What follows belongs to an exercise in optimizing a design on an open flow for small area, a short achievable clock period and few clock cycles; a production flow would make more cautious choices.
RTL that was checked went through simulation tests only; none was proved equivalent to the original.
No activity file was given, so power comes from the tool's default toggle rates.

==> trial 11 <==
Design lin_input_ctrl_top, start of the top module:
module lin_input_ctrl_top (
    input  logic                ACLK,
    input  logic                ARESETn,
    output lin_pkg::axi_id_t    axi_arid,
    output lin_pkg::addr_t      axi_araddr,
    output lin_pkg::burst_len_t axi_arlen,
    output logic [2:0]          axi_arsize,
    output logic [1:0]          axi_arburst,
    output logic                axi_arvalid,
    input  logic                axi_arready,
    input  lin_pkg::data_t      axi_rdata,
    input  logic                axi_rlast,
    input  logic                axi_rvalid,
    output logic                axi_rready,
    input  logic                out_bias_ready,
    output logic                out_bias_valid,
    output lin_pkg::data_t      out_bias_data,
    output logic                out_bias_last,
    input  logic                out_ready,
    output logic                out_valid,
    output lin_pkg::data_t      out_data,
    output logic                out_last,     
    input  logic                linear_init,
    output logic                linear_ready,
    input  logic                bias_go,
    output logic                bias_done,
    input  lin_pkg::addr_t      bias_address,
    input  lin_pkg::cnt_t       bias_size,
    input  lin_pkg::cnt_t       output_size,
    input  logic                input_go,
    output logic                input_done,
    input  lin_pkg::addr_t      input_address,
    input  lin_pkg::cnt_t       input_size,
    input  lin_pkg::cnt_t       input_num,
    input  lin_pkg::burst_len_t input_leng
);
Settings: LEC_CHECK=0, CAP_MARGIN=20, CORE_MARGIN=2, CORE_UTILIZATION=40, CTS_BUF_LIST=sky130_fd_sc_hd__clkbuf_4 sky130_fd_sc_hd__clkbuf_8, SETUP_SLACK_MARGIN=3.0, SLEW_MARGIN=20; clock period 5.5 ns.
standard.sh (not shown) runs the stock make flow with config.mk's settings and CLKGATE_MAP_FILE= SYNTH_SCRIPT=/design/flow/synth_recipe.tcl, a recipe that flattens the netlist after the stock synthesis.
==> flow/flow/run.sh <==
#!/bin/bash
# Standard layout, except that the port buffers are buf_2 cells instead of
# the default clkdlybuf4s50_1. The make output goes to flow_make.log here;
# ORFS keeps each step's own log under orfs/logs/.
set -euo pipefail
export BUFFER_PORTS_ARGS="-buffer_cell sky130_fd_sc_hd__buf_2"
bash standard.sh > flow_make.log 2>&1
==> build 98: changes against trial 11 <==
--- a/flow/design.v
+++ b/flow/design.v
@@ -37,121 +37,169 @@
     input  lin_pkg::cnt_t       input_size,
     input  lin_pkg::cnt_t       input_num,
     input  lin_pkg::burst_len_t input_leng,
     input  logic                vec_pop,       
     input  logic                bias_free,     
     output logic                zero_push,     
+    output logic                vec_idle,      
     input  logic                axi_arready,
     output lin_pkg::axi_id_t    axi_arid,
     output lin_pkg::addr_t      axi_araddr,
     output lin_pkg::burst_len_t axi_arlen,
     output logic [2:0]          axi_arsize,
     output logic [1:0]          axi_arburst,
     output logic                axi_arvalid
 );
     localparam int CRED = 32;    
     logic                 c_valid;
     logic                 c_bias;       
     logic                 c_first;      
-    logic [29:0]          c_vaddr;      
-    lin_pkg::cnt_t        c_rm1;        
-    logic [4:0]           c_len;        
-    lin_pkg::cnt_t        c_line;       
+    logic                 c_last;
+    logic [4:0]           c_len;
+    lin_pkg::cnt_t        c_left;       
+    logic [16:0]          n_j;
+    logic [4:0]           n_len;
+    logic                 n_last;
+    logic [29:0]          b_addr;       
+    logic [6:0]           k_lim2;       
+    logic [4:0]           k_adv;        
+    logic [5:0]           k_step;       
+    logic [5:0]           avail;        
     logic [6:0]           spare;        
     logic [4:0]           leng;
-    lin_pkg::cnt_t        size_m1;
-    logic [4:0]           len0;
-    logic                 line_last;    
+    logic [6:0]           lim0;
+    logic [6:0]           lim1;
+    logic [6:0]           lim2;
+    logic [4:0]           len0;         
+    logic                 last0;
+    logic [16:0]          j0;
+    logic [4:0]           len1;         
+    logic                 last1;
+    logic [16:0]          j_adv;        
+    logic [4:0]           len_adv;
+    logic                 last_adv;
     logic                 job_last;     
-    lin_pkg::cnt_t        rm1_next;
-    logic [29:0]          baddr;
+    logic [29:0]          c_vaddr;
+    logic [5:0]           vlo;
+    logic [24:0]          vhi;
     logic                 ar_free;
     logic                 move;
+    logic                 vmove;
     logic                 cred_ok;
-    logic [4:0]           len_nxt;      
     logic [4:0]           ar_len_q;
     logic [29:0]          ar_addr_q;
-    assign leng      = input_leng[4:0];
-    assign size_m1   = input_size - 1'b1;
-    assign len0      = (size_m1 > 16'(leng)) ? leng : size_m1[4:0];
-    assign line_last = (c_rm1 <= 16'(leng));
-    assign job_last  = (c_line + 1'b1) == input_num;
-    assign rm1_next  = c_rm1 - 16'(leng) - 1'b1;
-    assign baddr     = bias_address[31:2] + 30'(c_line);
-    assign c_vaddr   = c_first ? input_address[31:2] : ar_addr_q + 30'(ar_len_q) + 30'd1;
-    assign cred_ok = ~spare[6] | (vec_pop & (spare == 7'h7f));
-    assign len_nxt = line_last ? len0 :
-                     (rm1_next > 16'(leng)) ? leng : rm1_next[4:0];
-    assign ar_free = ~axi_arvalid | axi_arready;
-    assign move    = ar_free & c_valid &
-                     (c_bias | (cred_ok & (has_bias | ~c_first | bias_free)));
-    assign zero_push = move & ~c_bias & c_first & ~has_bias;
+    assign leng     = input_leng[4:0];
+    assign lim0     = {2'b00, leng} + 7'd1;                     
+    assign lim1     = {1'b0, leng, 1'b0} + 7'd2;                
+    assign lim2     = {1'b0, leng, 1'b0} + {2'b00, leng} + 7'd3;   
+    assign last0    = (input_size[15:7] == '0) & (input_size[6:0] <= lim0);
+    assign len0     = last0 ? (input_size[4:0] - 5'd1) : leng;
+    assign j0       = {1'b0, input_size} + 17'(leng) + 17'd1;
+    assign last1    = (input_size[15:7] == '0) & (input_size[6:0] <= lim1);
+    assign len1     = last1 ? (input_size[4:0] - leng - 5'd2) : leng;
+    assign j_adv    = n_j - 17'(k_step);
+    assign last_adv = (n_j[16:7] == '0) & (n_j[6:0] <= k_lim2);
+    assign len_adv  = last_adv ? (n_j[4:0] + k_adv) : leng;
+    assign job_last = (c_left == 16'd1);
+    assign vlo      = {1'b0, ar_addr_q[4:0]} + {1'b0, ar_len_q} + 6'd1;
+    assign vhi      = ar_addr_q[29:5] + 25'(vlo[5]);
+    assign c_vaddr  = c_first ? input_address[31:2] : {vhi, vlo[4:0]};
+    assign cred_ok   = ~spare[6] | (vec_pop & (spare == 7'h7f));
+    assign ar_free   = ~axi_arvalid | axi_arready;
+    assign move      = ar_free & c_valid &
+                       (c_bias | (cred_ok & (has_bias | ~c_first | bias_free)));
+    assign vmove     = move & ~c_bias;
+    assign zero_push = vmove & c_first & ~has_bias;
+    assign vec_idle  = avail[5];
     always_ff @(posedge ACLK or negedge ARESETn) begin
         if (!ARESETn) begin
             c_valid     <= 1'b0;
             c_bias      <= 1'b0;
             c_first     <= 1'b0;
             axi_arvalid <= 1'b0;
             axi_arid    <= 4'd1;
+            avail       <= 6'(CRED);
             spare       <= 7'(CRED - 1);
             c_len       <= '0;
         end else if (linear_init) begin
             c_valid     <= 1'b0;
             c_bias      <= 1'b0;
             c_first     <= 1'b0;
             axi_arvalid <= 1'b0;
             axi_arid    <= 4'd1;
+            avail       <= 6'(CRED);
             spare       <= 7'(CRED - 1);
             c_len       <= '0;
         end else begin
             if (axi_arvalid & axi_arready) axi_arid <= axi_arid + 1'b1;
             if (start) axi_arvalid <= has_bias;    
             else if (ar_free) axi_arvalid <= move;
             if (start) begin
-                spare <= spare + 7'(vec_pop) + 7'(c_len) - 7'(len0);
+                spare <= {2'b00, ~len0};
                 c_len <= len0;
-            end else if (move & ~c_bias) begin
-                spare <= spare + 7'(vec_pop) - 7'(len_nxt) - 7'd1;
-                c_len <= len_nxt;
+            end else if (vmove) begin
+                avail <= spare[5:0] + 6'(vec_pop);
+                spare <= spare + 7'(vec_pop) - 7'(n_len) - 7'd1;
+                c_len <= n_len;
             end else begin
+                avail <= avail + 6'(vec_pop);
                 spare <= spare + 7'(vec_pop);
             end
             if (start) begin
                 c_valid <= 1'b1;
                 c_bias  <= 1'b0;
                 c_first <= 1'b1;
             end else if (move) begin
                 c_first <= 1'b0;
                 if (c_bias) begin
                     c_bias  <= 1'b0;
                     c_first <= 1'b1;
-                end else if (line_last) begin
+                end else if (c_last) begin
                     if (job_last) c_valid <= 1'b0;
                     c_bias  <= has_bias;
                     c_first <= 1'b1;
                 end
             end
         end
     end
     always_ff @(posedge ACLK) begin
         if (start) begin
-            c_rm1   <= size_m1;
-            c_line  <= '0;
-        end else if (move & ~c_bias) begin
-            if (line_last) begin
-                c_rm1   <= size_m1;
-                c_line  <= c_line + 1'b1;
+            c_last <= last0;
+            if (last0) begin
+                n_j    <= j0;
+                n_len  <= len0;
+                n_last <= 1'b1;
             end else begin
-                c_rm1   <= rm1_next;
+                n_j    <= {1'b0, input_size};
+                n_len  <= len1;
+                n_last <= last1;
+            end
+        end else if (vmove) begin
+            c_last <= n_last;
+            if (n_last) begin
+                n_j    <= j0;
+                n_len  <= len0;
+                n_last <= last0;
+            end else begin
+                n_j    <= j_adv;
+                n_len  <= len_adv;
+                n_last <= last_adv;
             end
         end
+        k_lim2 <= lim2;
+        k_adv  <= 5'd0 - {leng[3:0], 1'b0} - 5'd3;
+        k_step <= {1'b0, leng} + 6'd1;
+        if (start) c_left <= input_num;
+        else if (vmove & c_last) c_left <= c_left - 1'b1;
+        if (start) b_addr <= bias_address[31:2];
+        else if (move & c_bias) b_addr <= b_addr + 30'd1;
         if (start) begin
             ar_addr_q <= bias_address[31:2];
             ar_len_q  <= 5'd0;
         end else if (move) begin
-            ar_addr_q <= c_bias ? baddr : c_vaddr;
+            ar_addr_q <= c_bias ? b_addr + 30'd1 : c_vaddr;
             ar_len_q  <= c_bias ? 5'd0 : c_len;
         end
     end
     assign axi_araddr  = {ar_addr_q, 2'b00};
     assign axi_arlen   = {3'b000, ar_len_q};
     assign axi_arsize  = 3'(2);
@@ -174,12 +222,13 @@
     output logic                linear_ready,
     output logic                job_done,
     output logic                start,
     output logic                vec_wr_valid,
     output logic                vec_wr_last,
     input  logic                zero_push,
+    input  logic                vec_idle,
     output logic                bias_free,
     input  logic                out_bias_ready,
     output logic                out_bias_valid,
     output lin_pkg::data_t      out_bias_data,
     output logic                out_bias_last
 );
@@ -190,13 +239,13 @@
     lin_pkg::cnt_t r_line;      
     logic          beat;
     logic          bias_beat;
     logic          job_end;
     logic          b_valid_n;
     logic          r_bias_n;
-    assign start     = linear_ready & ~run & ~job_done & bias_go & input_go;
+    assign start     = linear_ready & ~run & ~job_done & vec_idle & bias_go & input_go;
     assign beat      = axi_rvalid & axi_rready & run;
     assign bias_beat = beat & r_bias;
     assign vec_wr_valid = beat & ~r_bias;
     assign vec_wr_last = line_end;
     assign job_end   = (r_line + 1'b1) == input_num;
     assign bias_free = ~out_bias_valid | out_bias_ready;
@@ -380,12 +429,13 @@
     logic                job_done;
     logic                vec_wr_valid;
     logic                vec_wr_last;
     logic                vec_pop;
     logic                zero_push;
     logic                bias_free;
+    logic                vec_idle;
     assign has_bias   = (bias_size != '0);
     assign bias_done  = job_done;
     assign input_done = job_done;
     lin_burst_issuer u_issuer (
         .ACLK          (ACLK),
         .ARESETn       (ARESETn),
@@ -397,12 +447,13 @@
         .input_size    (input_size),
         .input_num     (input_num),
         .input_leng    (input_leng),
         .vec_pop       (vec_pop),
         .bias_free     (bias_free),
         .zero_push     (zero_push),
+        .vec_idle      (vec_idle),
         .axi_arready   (axi_arready),
         .axi_arid      (axi_arid),
         .axi_araddr    (axi_araddr),
         .axi_arlen     (axi_arlen),
         .axi_arsize    (axi_arsize),
         .axi_arburst   (axi_arburst),
@@ -424,12 +475,13 @@
         .linear_ready   (linear_ready),
         .job_done       (job_done),
         .start          (start),
         .vec_wr_valid   (vec_wr_valid),
         .vec_wr_last    (vec_wr_last),
         .zero_push      (zero_push),
+        .vec_idle       (vec_idle),
         .bias_free      (bias_free),
         .out_bias_ready (out_bias_ready),
         .out_bias_valid (out_bias_valid),
         .out_bias_data  (out_bias_data),
         .out_bias_last  (out_bias_last)
     );
CTS_BUF_LIST = default   (was sky130_fd_sc_hd__clkbuf_4 sky130_fd_sc_hd__clkbuf_8)
TNS_END_PERCENT = 10   (was default)
==> qor summary <==
	trial 11	build 98
Outcome	no timing/DRC/antenna violations	no timing/DRC/antenna violations
Fraction of synthesized cell area taken by the top area cell type	68.09%	67.95%
Part of the power in combinational logic	13.1%	11.3%
Metal2 WL	87010 um	86330 um
Number of distinct library cells after synthesis	82	96
Logic inverters	79	78
Area added between synthesis and finish	29.90%	23.53%
GRT Overall Usage	27.46%	26.36%
Met1 demand-to-capacity share in global routing	36.09%	35.52%
Instance count of the mapped netlist	3470	3642
Worst setup SP type	input port	flop
Reg2Reg Depth	24	6
Flip-flop and latch power	10600 uW	11200 uW
Vias per inst	6.062	6.119
Clock Sink Count	1228	1288
Final Wtd Congestion	0.8670	0.8451
Placed Instances	5351	5598
Reg-to-reg critical path endpoint	u_issuer.spare[6]	u_vec_fifo.mem[2][11]
Largest net degree at the start of global routing	68	48
Wirelength per Cell	30.78 um	30.44 um
Portion of the clock cycle consumed by the worst path in the final layout	82.71%	52.30%
Post-synthesis async set-or-reset flop share	3.176%	3.494%
Average cell area after synthesis	14.64 um2	14.63 um2
Detailed Routing Iterations Pass 1	8	6
Critical path depth in cells	21	6
Detail Placement HPWL	98310 um	102100 um
Clock network power consumption	7870 uW	8930 uW
Testbench counts of build 98, summed over its fixed seeds: cycles 25,720.
For trial 11, only the layout was checked, not whether the RTL still works.

-- port drivers added, routing unchanged --
In the flow no input, the clock included, has a driving cell. The finished layouts below were timed again as built, in two steps. Step 1 (the two cells are an assumption about what drives the block):
set clk [get_ports {ACLK}]
set_driving_cell -lib_cell sky130_fd_sc_hd__clkbuf_16 $clk
set_driving_cell -lib_cell sky130_fd_sc_hd__buf_2 [delete_from_list [all_inputs] $clk]
Step 2 times the ports against the registers' clock, not the clock port: input delays grow and output delays shrink by t, the midpoint of the rising clock arrivals with the driver on. Slacks: ideal ports / drivers / drivers and shift; pairs: ideal ports / drivers.
run	shift t [ns]	setup WS [ns]	worst hold slack (ns)	latest minus earliest clock arrival (ns)
trial 11	0.959	0.951 / 1.000 / 0.048	0.247 / 0.197 / 0.519	0.047 / 0.046
build 98	0.843	2.623 / 2.623 / 1.953	0.423 / 0.418 / 0.504	0.055 / 0.056
After both steps every run listed still meets setup and hold. For trial 11, which loses most, drivers alone change the setup slack by +0.049 ns; drivers and shift together by -0.903 ns.
